From an optimization exercise on the open Yosys and OpenROAD flow, aimed at small area; shortcuts taken in it are not production practice. The RTL was checked by simulation tests, not by an equivalence proof against the original design. Power and IR drop assume default switching activity.

$ cat flow/design.v
package pct_pkg;
  typedef struct packed {
    logic        valid;
    logic [31:0] pc;
    logic [31:0] r1;
    logic [31:0] r2;
    logic [31:0] r3;
    logic [31:0] r4;
    logic [31:0] r5;
  } retire_t;
  typedef enum logic [2:0] {
    sel_r1 = 3'd0,
    sel_r2 = 3'd1,
    sel_r3 = 3'd2,
    sel_r4 = 3'd3,
    sel_r5 = 3'd4
  } watch_sel_e;
  typedef enum logic [1:0] {
    watch_off    = 2'd0,
    watch_equal  = 2'd1,
    watch_change = 2'd2
  } watch_mode_e;
  typedef struct packed {
    watch_mode_e mode;
    watch_sel_e  sel;
    logic [31:0] value;
    logic [31:0] mask;
  } watch_cfg_t;
  typedef struct packed {
    logic                         valid;
    logic [31:0]                  pc;
    logic [4-1:0] trig_hits;
    logic                         watch_hit;
  } hit_t;
  typedef struct packed {
    logic [31:0]                  pc;
    logic [16-1:0]      stamp;
    logic                         watch_hit;
    logic [4-1:0] trig_hits;
  } trace_rec_t;
  typedef struct packed {
    logic [$clog2(8+1)-1:0] count;
    logic                                 empty;
    logic                                 overflow;
  } fifo_status_t;
endpackage
`timescale 1ns/1ps
module pc_trigger_match (
  input  logic                               clks,
  input  logic                               rst_n,
  input  pct_pkg::retire_t                   retire,
  input  logic [4-1:0]       trig_en,
  input  logic [4-1:0][31:0] trig_addr,
  output logic [4-1:0]       trig_hits,
  output logic [31:0]                        hit_pc,
  output logic                               hit_valid
);
  logic [4-1:0] match;
  always_comb begin
    match = '0;
    for (int i = 0; i < 4; i++) begin
      match[i] = trig_en[i] && (retire.pc == trig_addr[i]);
    end
  end
  always_ff @(posedge clks) begin
    if (!rst_n) begin
      hit_valid <= 1'b0;
      trig_hits <= '0;
    end else begin
      hit_valid <= retire.valid;
      if (retire.valid) begin
        trig_hits <= match;
      end else begin
        trig_hits <= '0;
      end
    end
  end
  always_ff @(posedge clks) begin
    if (retire.valid) begin
      hit_pc <= retire.pc;
    end
  end
endmodule
`timescale 1ns/1ps
module data_watch (
  input  logic                clks,
  input  logic                rst_n,
  input  pct_pkg::retire_t    retire,
  input  pct_pkg::watch_cfg_t watch_cfg,
  output logic                watch_hit
);
  logic [31:0] sel_val;
  logic [31:0] prev_val;
  logic        seen_first;
  logic        equal_hit;
  logic        change_hit;
  always_comb begin
    case (watch_cfg.sel)
      pct_pkg::sel_r1: sel_val = retire.r1;
      pct_pkg::sel_r2: sel_val = retire.r2;
      pct_pkg::sel_r3: sel_val = retire.r3;
      pct_pkg::sel_r4: sel_val = retire.r4;
      pct_pkg::sel_r5: sel_val = retire.r5;
      default:         sel_val = '0;
    endcase
  end
  assign equal_hit  = (watch_cfg.mode == pct_pkg::watch_equal) &&
                      ((sel_val & watch_cfg.mask) == (watch_cfg.value & watch_cfg.mask));
  assign change_hit = (watch_cfg.mode == pct_pkg::watch_change) &&
                      seen_first && (sel_val != prev_val);
  always_ff @(posedge clks) begin
    if (!rst_n) begin
      watch_hit  <= 1'b0;
      seen_first <= 1'b0;
    end else begin
      watch_hit <= retire.valid && (equal_hit || change_hit);
      if (watch_cfg.mode != pct_pkg::watch_change) begin
        seen_first <= 1'b0;
      end else if (retire.valid) begin
        seen_first <= 1'b1;
      end
    end
  end
  always_ff @(posedge clks) begin
    if (retire.valid && (watch_cfg.mode == pct_pkg::watch_change)) begin
      prev_val <= sel_val;
    end
  end
endmodule
`timescale 1ns/1ps
module trace_capture (
  input  logic                         clks,
  input  logic                         rst_n,
  input  logic                         enable,
  input  logic [4-1:0] trig_hits,
  input  logic [31:0]                  hit_pc,
  input  logic                         hit_valid,
  input  logic                         watch_hit,
  input  logic                         pop,
  output pct_pkg::trace_rec_t          head,
  output pct_pkg::fifo_status_t        status,
  input  logic                         overflow_clr
);
  localparam int DEPTH = 8;
  localparam int PTR_W = $clog2(DEPTH);
  localparam int CNT_W = $clog2(DEPTH + 1);
  localparam int REC_W = 32 + 16 + 1 + 4;
  logic [REC_W-1:0]        mem [0:DEPTH-1];
  pct_pkg::trace_rec_t     rec;
  logic [PTR_W-1:0]        wr_ptr;
  logic [PTR_W-1:0]        rd_ptr;
  logic [CNT_W-1:0]        count;
  logic [16-1:0] stamp_cnt;
  logic                    overflow;
  logic                    push_req;
  logic                    full;
  logic                    do_push;
  logic                    do_pop;
  assign push_req = hit_valid && enable && ((|trig_hits) || watch_hit);
  assign full     = (count == CNT_W'(DEPTH));
  assign do_push  = push_req && !full;
  assign do_pop   = pop && (count != '0);
  always_comb begin
    rec.pc        = hit_pc;
    rec.stamp     = stamp_cnt;
    rec.watch_hit = watch_hit;
    rec.trig_hits = trig_hits;
  end
  always_ff @(posedge clks) begin
    if (!rst_n) begin
      stamp_cnt <= '0;
    end else if (hit_valid && enable) begin
      stamp_cnt <= stamp_cnt + 1'b1;
    end
  end
  always_ff @(posedge clks) begin
    if (!rst_n) begin
      wr_ptr   <= '0;
      rd_ptr   <= '0;
      count    <= '0;
      overflow <= 1'b0;
    end else begin
      if (do_push) begin
        wr_ptr <= (wr_ptr == PTR_W'(DEPTH - 1)) ? '0 : wr_ptr + 1'b1;
      end
      if (do_pop) begin
        rd_ptr <= (rd_ptr == PTR_W'(DEPTH - 1)) ? '0 : rd_ptr + 1'b1;
      end
      if (do_push && !do_pop) begin
        count <= count + 1'b1;
      end else if (do_pop && !do_push) begin
        count <= count - 1'b1;
      end
      if (overflow_clr) begin
        overflow <= 1'b0;
      end
      if (push_req && full) begin
        overflow <= 1'b1;
      end
    end
  end
  always_ff @(posedge clks) begin
    if (do_push) begin
      mem[wr_ptr] <= rec;
    end
  end
  assign head = mem[rd_ptr];
  always_comb begin
    status.count    = count;
    status.empty    = (count == '0);
    status.overflow = overflow;
  end
endmodule
`timescale 1ns/1ps
module pct_apb_regs (
  input  logic                               clks,
  input  logic                               rst_n,
  input  logic [8-1:0]             paddr,
  input  logic                               psel,
  input  logic                               penable,
  input  logic                               pwrite,
  input  logic [31:0]                        pwdata,
  output logic [31:0]                        prdata,
  output logic                               pready,
  output logic                               pslverr,
  output logic                               enable,
  output logic                               overflow_clr,
  output logic [4-1:0]       trig_en,
  output logic [4-1:0][31:0] trig_addr,
  output pct_pkg::watch_cfg_t                watch_cfg,
  output logic                               pop,
  input  pct_pkg::trace_rec_t                head,
  input  pct_pkg::fifo_status_t              status
);
  localparam int IDX_W = $clog2(4);
  logic             wr_access;
  logic             rd_access;
  logic             trig_sel;
  logic [IDX_W-1:0] trig_idx;
  logic [31:0]      rdata;
  assign pready  = 1'b1;
  assign pslverr = 1'b0;
  assign wr_access = psel && penable && pwrite;
  assign rd_access = psel && penable && !pwrite;
  assign trig_sel = (paddr >= 8'h10) &&
                    (paddr < (8'h10 + 4 * 4));
  assign trig_idx = paddr[2 +: IDX_W];
  always_ff @(posedge clks) begin
    if (!rst_n) begin
      enable         <= 1'b0;
      trig_en        <= '0;
      watch_cfg.mode <= pct_pkg::watch_off;
      watch_cfg.sel  <= pct_pkg::sel_r1;
    end else if (wr_access) begin
      if (paddr == 8'h00) begin
        enable <= pwdata[0];
      end
      if (paddr == 8'h04) begin
        trig_en <= pwdata[4-1:0];
      end
      if (paddr == 8'h20) begin
        if (pwdata[1:0] != 2'd3) begin
          watch_cfg.mode <= pct_pkg::watch_mode_e'(pwdata[1:0]);
        end
        if (pwdata[6:4] <= 3'd4) begin
          watch_cfg.sel <= pct_pkg::watch_sel_e'(pwdata[6:4]);
        end
      end
      if (paddr == 8'h24) begin
        watch_cfg.value <= pwdata;
      end
      if (paddr == 8'h28) begin
        watch_cfg.mask <= pwdata;
      end
    end
  end
  always_ff @(posedge clks) begin
    if (wr_access) begin
      if (trig_sel) begin
        trig_addr[trig_idx] <= pwdata;
      end
    end
  end
  assign overflow_clr = wr_access && (paddr == 8'h00) && pwdata[1];
  assign pop = rd_access && (paddr == 8'h38) && !status.empty;
  always_comb begin
    rdata = '0;
    if (trig_sel) begin
      rdata = trig_addr[trig_idx];
    end else begin
      case (paddr)
        8'h00:        rdata[0] = enable;
        8'h04:     rdata[4-1:0] = trig_en;
        8'h24: rdata = watch_cfg.value;
        8'h28:  rdata = watch_cfg.mask;
        8'h20: begin
          rdata[1:0] = watch_cfg.mode;
          rdata[6:4] = watch_cfg.sel;
        end
        8'h30: begin
          rdata    = 32'(status.count);
          rdata[8] = status.empty;
          rdata[9] = status.overflow;
        end
        8'h34: begin
          if (!status.empty) begin
            rdata = head.pc;
          end
        end
        8'h38: begin
          if (!status.empty) begin
            rdata[31 -: 16]       = head.stamp;
            rdata[4]                        = head.watch_hit;
            rdata[4-1:0]    = head.trig_hits;
          end
        end
        default: rdata = '0;
      endcase
    end
  end
  assign prdata = rdata;
endmodule
`timescale 1ns/1ps
module pc_trace_top (
  input  logic                   clks,
  input  logic                   rst_n,
  input  logic                   retire_valid,
  input  logic [31:0]            retire_pc,
  input  logic [31:0]            retire_r1,
  input  logic [31:0]            retire_r2,
  input  logic [31:0]            retire_r3,
  input  logic [31:0]            retire_r4,
  input  logic [31:0]            retire_r5,
  input  logic [8-1:0] paddr,
  input  logic                   psel,
  input  logic                   penable,
  input  logic                   pwrite,
  input  logic [31:0]            pwdata,
  output logic [31:0]            prdata,
  output logic                   pready,
  output logic                   pslverr
);
  pct_pkg::retire_t                   retire;
  assign retire.valid = retire_valid;
  assign retire.pc    = retire_pc;
  assign retire.r1    = retire_r1;
  assign retire.r2    = retire_r2;
  assign retire.r3    = retire_r3;
  assign retire.r4    = retire_r4;
  assign retire.r5    = retire_r5;
  logic                               enable;
  logic                               overflow_clr;
  logic [4-1:0]       trig_en;
  logic [4-1:0][31:0] trig_addr;
  pct_pkg::watch_cfg_t                watch_cfg;
  logic                               pop;
  pct_pkg::trace_rec_t                head;
  pct_pkg::fifo_status_t              status;
  wire pct_pkg::hit_t                 hits;
  pc_trigger_match trig_i (
    .clks      (clks),
    .rst_n     (rst_n),
    .retire    (retire),
    .trig_en   (trig_en),
    .trig_addr (trig_addr),
    .trig_hits (hits.trig_hits),
    .hit_pc    (hits.pc),
    .hit_valid (hits.valid)
  );
  data_watch watch_i (
    .clks      (clks),
    .rst_n     (rst_n),
    .retire    (retire),
    .watch_cfg (watch_cfg),
    .watch_hit (hits.watch_hit)
  );
  trace_capture capture_i (
    .clks         (clks),
    .rst_n        (rst_n),
    .enable       (enable),
    .trig_hits    (hits.trig_hits),
    .hit_pc       (hits.pc),
    .hit_valid    (hits.valid),
    .watch_hit    (hits.watch_hit),
    .pop          (pop),
    .head         (head),
    .status       (status),
    .overflow_clr (overflow_clr)
  );
  pct_apb_regs regs_i (
    .clks         (clks),
    .rst_n        (rst_n),
    .paddr        (paddr),
    .psel         (psel),
    .penable      (penable),
    .pwrite       (pwrite),
    .pwdata       (pwdata),
    .prdata       (prdata),
    .pready       (pready),
    .pslverr      (pslverr),
    .enable       (enable),
    .overflow_clr (overflow_clr),
    .trig_en      (trig_en),
    .trig_addr    (trig_addr),
    .watch_cfg    (watch_cfg),
    .pop          (pop),
    .head         (head),
    .status       (status)
  );
endmodule
$ cat flow/config.mk
export PLATFORM = sky130hd
export DESIGN_NAME = pc_trace_top
export DESIGN_NICKNAME = pc_trace_top
export VERILOG_FILES = /design/flow/design.v
export SDC_FILE = /design/flow/constraint.sdc
export NUM_CORES = 4
export LEC_CHECK = 0
export CAP_MARGIN = 20
export CORE_MARGIN = 2
export CORE_UTILIZATION = 40
export SLEW_MARGIN = 20
$ cat flow/run.sh
#!/bin/bash
# synth_recipe.tcl (not shown) runs the flow's synth.tcl, then flattens the netlist and writes it again
# the make line also repeats each setting of config.mk as NAME=value (left out here)
make -C /OpenROAD-flow-scripts/flow DESIGN_CONFIG=/design/flow/config.mk WORK_HOME=/design/flow/orfs CLKGATE_MAP_FILE= SYNTH_SCRIPT=/design/flow/synth_recipe.tcl finish
$ cat flow/constraint.sdc
create_clock -name core_clock -period 5.0 [get_ports {clks}]
set_input_delay 1.0000 -clock core_clock [delete_from_list [all_inputs] [get_ports {clks}]]
set_output_delay 1.0000 -clock core_clock [all_outputs]
set_load 0.01 [all_outputs]
==> run notes <==
# TYPE chip_impl_metric gauge
chip_impl_info{name="run_status",value="timing/DRC/antenna clean"} 1
chip_impl_metric{name="worstPathMaxFanout",unit=""} 20
chip_impl_metric{name="pwr-share-comb",unit="%"} 5.3
chip_impl_metric{name="vias_per_cell",unit=""} 5.72
chip_impl_metric{name="worstSkewPairLatency",unit="ns"} 0.64
chip_impl_metric{name="postRouteAntennaNets",unit=""} 0
chip_impl_metric{name="ys_seq_elements",unit=""} 727
chip_impl_metric{name="timing.clock.skew",unit="ns"} 0.0255
chip_impl_metric{name="avgSynthCellArea",unit="um^2"} 14.9
chip_impl_metric{name="vdd_drop_max",unit="mV"} 0.228
chip_impl_metric{name="post_synth_xor_area_fraction",unit="%"} 5.29
chip_impl_metric{name="first_pass_iters",unit=""} 9
chip_impl_metric{name="synth_largest_type_area_fraction",unit="%"} 62.0
chip_impl_metric{name="pwr-share-seq",unit="%"} 50.7
chip_impl_metric{name="synth-edff-count",unit=""} 680
chip_impl_metric{name="synthAdderAreaFrac",unit="%"} 0.593
chip_impl_metric{name="clock.fmax",unit="MHz"} 213
chip_impl_metric{name="grt_first_pass_wirelength",unit="um"} 148000
chip_impl_metric{name="synth_compound_area_share",unit="%"} 6.55
chip_impl_metric{name="max_cap_viol",unit=""} 0
chip_impl_info{name="yosys.cell_count.top_type",value="sky130_fd_sc_hd__edfxtp_1"} 1
chip_impl_info{name="unrepaired_setup_endpoints_after_global_routing",value="no"} 1
chip_impl_metric{name="synthSimpleGateAreaFrac",unit="%"} 5.99
chip_impl_metric{name="multi_input_area",unit="um^2"} 10500
chip_impl_metric{name="swShare",unit="%"} 21.5
chip_impl_metric{name="drv_slew",unit=""} 0
chip_impl_metric{name="tightest_slew",unit="ns"} 1.11
chip_impl_metric{name="drc_errors",unit=""} 0
chip_impl_info{name="tritoncts",value="done"} 1
chip_impl_metric{name="synthesis.yosys.warnings",unit=""} 4
chip_impl_metric{name="hold_violations",unit=""} 0
chip_impl_metric{name="p_int",unit="mW"} 10.4
chip_impl_info{name="yosys_most_used_dff",value="sky130_fd_sc_hd__edfxtp_1"} 1
chip_impl_metric{name="clock_sinks",unit=""} 727
chip_impl_metric{name="critical_path_arrival",unit="ns"} 3.69
chip_impl_metric{name="async_reset_ff_share",unit="%"} 0
chip_impl_metric{name="buffer_ports.inserted",unit=""} 269
chip_impl_metric{name="cts_setup_buffers",unit=""} 0
chip_impl_metric{name="fp.dieArea",unit="um^2"} 84700
chip_impl_metric{name="post_synth_mux_area_share",unit="%"} 13.2
chip_impl_metric{name="ctsLongestPathBuffers",unit=""} 3
chip_impl_metric{name="slew-limit-headroom",unit="%"} 25.7
chip_impl_info{name="netlist_top_cells_area",value="sky130_fd_sc_hd__edfxtp_1, sky130_fd_sc_hd__mux4_2, sky130_fd_sc_hd__xor2_1, sky130_fd_sc_hd__mux2i_1, sky130_fd_sc_hd__dfxtp_1"} 1
chip_impl_metric{name="filler_cell_count",unit=""} 7000
chip_impl_metric{name="globalRouteOverflowTotal",unit=""} 0
chip_impl_metric{name="post_route_minimum_period",unit="ns"} 4.69
chip_impl_metric{name="insertedDiodeCount",unit=""} 0
chip_impl_metric{name="synth_seq_area_share",unit="%"} 64.9
chip_impl_metric{name="wl_per_cell",unit="um"} 28.5
chip_impl_metric{name="worst_setup_hold_path_clk_slew",unit="ns"} 0.05
chip_impl_metric{name="design.final.nets",unit=""} 2776
chip_impl_metric{name="drtIter0Drc",unit=""} 2531
chip_impl_info{name="synth_commonest_cells",value="sky130_fd_sc_hd__edfxtp_1, sky130_fd_sc_hd__nand2_1, sky130_fd_sc_hd__inv_1, sky130_fd_sc_hd__o21ai_0, sky130_fd_sc_hd__mux4_2"} 1
chip_impl_metric{name="final-setup-viol-count",unit=""} 0
chip_impl_metric{name="post_dp_hpwl",unit="um"} 74800
chip_impl_metric{name="area_growth_syn_to_layout",unit="%"} 21.3
chip_impl_info{name="clock_tree.root_cell",value="sky130_fd_sc_hd__clkbuf_16"} 1
chip_impl_metric{name="synth_cells",unit=""} 2204
chip_impl_metric{name="grt_use_total",unit="%"} 24.3
chip_impl_metric{name="final.setup.tns",unit="ns"} 0
chip_impl_metric{name="row_count",unit=""} 105
chip_impl_metric{name="mappedNetlistNets",unit=""} 2457
chip_impl_info{name="critPathLaunchType",value="primary input"} 1
chip_impl_info{name="synth_largest_area_cell",value="sky130_fd_sc_hd__edfxtp_1"} 1
chip_impl_metric{name="grt_pass1_vias",unit=""} 20500
chip_impl_metric{name="synth.lib_cells_used.distinct",unit=""} 74
chip_impl_metric{name="htree_levels",unit=""} 3
chip_impl_metric{name="dieWidth",unit="um"} 291
chip_impl_metric{name="placeableCoreArea",unit="um^2"} 81800
chip_impl_metric{name="detailroute.via_count",unit=""} 20900
chip_impl_metric{name="required",unit="ns"} 4.00
chip_impl_metric{name="ios",unit=""} 272
chip_impl_metric{name="tritoncts.num_buffers",unit=""} 77
chip_impl_metric{name="syn-cell-area",unit="um^2"} 32900
chip_impl_metric{name="grt_max_degree",unit=""} 59
chip_impl_metric{name="leakagePower",unit="nW"} 13.2
chip_impl_metric{name="antenna_found_initial",unit=""} 4
chip_impl_metric{name="cts.hold.buffers_added",unit=""} 0
chip_impl_info{name="critical_path_class",value="in2out"} 1
chip_impl_metric{name="gp_congestion",unit=""} 0.946
chip_impl_metric{name="power.density_cell_area",unit="nW/um^2"} 331
chip_impl_metric{name="layout_worst_path_cycle_share",unit="%"} 93.9
chip_impl_metric{name="register_area",unit="um^2"} 21400
chip_impl_info{name="holdCritPathClass",value="reg2reg"} 1
chip_impl_metric{name="fraction_of_final_layout_cells_with_drive_strength_greater_than_1",unit="%"} 15.7
chip_impl_metric{name="power.clock.fraction",unit="%"} 44.0
chip_impl_metric{name="detail_route.wirelength",unit="um"} 104000
chip_impl_info{name="dominant_combinational_cell_family_by_area_after_synthesis",value="multiplexers"} 1
chip_impl_info{name="worst_setup_path_end_kind",value="output port"} 1
chip_impl_metric{name="initial_util",unit="%"} 40.2
chip_impl_metric{name="fp.dieH",unit="um"} 291
chip_impl_metric{name="fin_util",unit="%"} 48.8
chip_impl_metric{name="cts_repair_resize_count",unit=""} 0
chip_impl_metric{name="switching_power",unit="mW"} 2.85
## routing by layer
metal	vias up	wire (um)	track usage (%)	share of wire, %
met1	10800	43500	34.0	42
met2	909	49000	38.3	47
met5	-	0	0	0
met3	159	8270	4.59	7.9
li1	9087	-	-	-
met4	0	3310	7.77	3.2
## layout by cell type, fill, tap and decap left out, types with 8 or more instances in the layout
master                            synthesis  layout
sky130_fd_sc_hd__nand2_1                207     207
sky130_fd_sc_hd__o21ai_0                144     144
sky130_fd_sc_hd__edfxtp_1               680     680
sky130_fd_sc_hd__bufinv_16                0       9
sky130_fd_sc_hd__clkdlybuf4s50_1          0     266
sky130_fd_sc_hd__xor2_1                 130     130
sky130_fd_sc_hd__or3_1                    8       8
sky130_fd_sc_hd__dfxtp_1                 47      42
sky130_fd_sc_hd__mux4_2                 138     138
sky130_fd_sc_hd__ha_1                    14      14
sky130_fd_sc_hd__a222oi_1                28      28
sky130_fd_sc_hd__nor2b_1                 11      11
sky130_fd_sc_hd__a21boi_0                11      11
sky130_fd_sc_hd__buf_4                    8      71
sky130_fd_sc_hd__clkbuf_1                65      18
sky130_fd_sc_hd__and3_1                  11      11
sky130_fd_sc_hd__and2_1                  22      22
sky130_fd_sc_hd__o22ai_1                 39      39
sky130_fd_sc_hd__buf_12                   0      17
sky130_fd_sc_hd__nand3_1                 18      18
sky130_fd_sc_hd__a21oi_1                 19      19
sky130_fd_sc_hd__mux2i_1                 98      98
sky130_fd_sc_hd__clkbuf_16                0      77
sky130_fd_sc_hd__nand4_1                 26      26
sky130_fd_sc_hd__nor2_1                  25      22
sky130_fd_sc_hd__clkinv_2                 0      18
sky130_fd_sc_hd__a22oi_1                 23      23
sky130_fd_sc_hd__nor4_1                  31      30
sky130_fd_sc_hd__xnor2_1                 69      69
sky130_fd_sc_hd__mux2_2                  17      17
sky130_fd_sc_hd__inv_1                  153     153
## flip-flops by register name, summed over array words and instances, names as in the netlist, named ones only
signal and flops:
capture_i.mem 424, regs_i.trig_addr 128, regs_i.watch_cfg 69, trig_i.hit_pc 32
watch_i.prev_val 32, capture_i.stamp_cnt 16, capture_i.count 4, regs_i.trig_en 4
trig_i.trig_hits 4, capture_i.rd_ptr 3, capture_i.wr_ptr 3, capture_i.overflow 1
regs_i.enable 1, trig_i.hit_valid 1, watch_i.seen_first 1, watch_i.watch_hit 1
## power groups by stage
stage               Sequential (mW)  Combinational (mW)  Clock (mW)
finish                         6.71               0.698        5.83
global route                   6.72               0.728        6.16
CTS                            6.71               0.690        5.93
detailed placement             6.84               0.687           0
global placement               6.84               0.681           0
floorplan                      6.82               0.243           0
## path summary, 6_finish.rpt
path | from | end | slack (ns) | depth (start not counted)
max | paddr[7] | prdata[13] | 0.31 | 9
min | capture_i.rd_ptr[2] | register | 0.50 | 2
max reg2reg | regs_i.watch_cfg[64] | watch_i.watch_hit | 1.25 | 8
min reg2reg | capture_i.rd_ptr[2] | register | 0.50 | 2
## kinds of logic after synthesis
logic type	after synthesis
AOI/OAI and AO/OA	326
xor gates and xnor gates	199
adders and majority gates	15
buffers and inverters	271
DFF	727
muxes	259
other	2
and+or+nand+nor	405
## per-stage QoR
step,instances,cell area [um^2],setup WS (ns),total power [mW],hold WS (ns)
after detailed placement,3514,37400,0.387,7.53,0.490
final,3657,39900,0.306,13.2,0.504
after global routing,3657,39900,0.175,13.6,0.525
after floorplan,2204,33000,-0.550,7.07,0.456
after global placement,3514,37400,0.400,7.52,0.478
after CTS,3657,39900,0.311,13.3,0.498
## layout make-up
cell class	instances	area share (%)
well taps	1070	3.35
clock buffers	100	5.16
multi-input cells	1206	26.4
inverters	154	1.45
clock inverters	43	1.27
repair buffers	357	8.89
flip-flops and latches	727	53.5
## worst max-delay path, stage by stage
cell                              delay, ns
sky130_fd_sc_hd__clkdlybuf4s50_1       0.52
sky130_fd_sc_hd__nor2_1                0.18
sky130_fd_sc_hd__nand2_1               0.09
sky130_fd_sc_hd__nor2_1                0.15
sky130_fd_sc_hd__and3_1                0.25
sky130_fd_sc_hd__buf_4                 0.28
sky130_fd_sc_hd__a222oi_1              0.15
sky130_fd_sc_hd__a21oi_1               0.43
sky130_fd_sc_hd__clkdlybuf4s50_1       0.63

## port drivers added, routing unchanged
The results above use ideal ports. As a check the final layout listed here was re-extracted and re-timed, cells and wires unchanged. Step 1 assumes that a clkbuf_16 drives the clock port and a buf_2 every other input. Step 2 moves the port delays by t, midway between the first and last clock arrival at a register: inputs arrive t later, outputs are due t later. That takes back most of the time a late clock gives input paths. Slacks: ideal ports / drivers / drivers and shift; pairs: ideal ports / drivers.
t (ns): 0.696
setup slack, ns: 0.306 / 0.282 / 0.282
slew at the worst register clock pin (ns): 0.07 / 0.07
cell pins on the clock port's net: 1
After both steps setup and hold are still met in this run. The setup slack of this run moves by -0.024 ns with the drivers and by -0.024 ns with both steps.
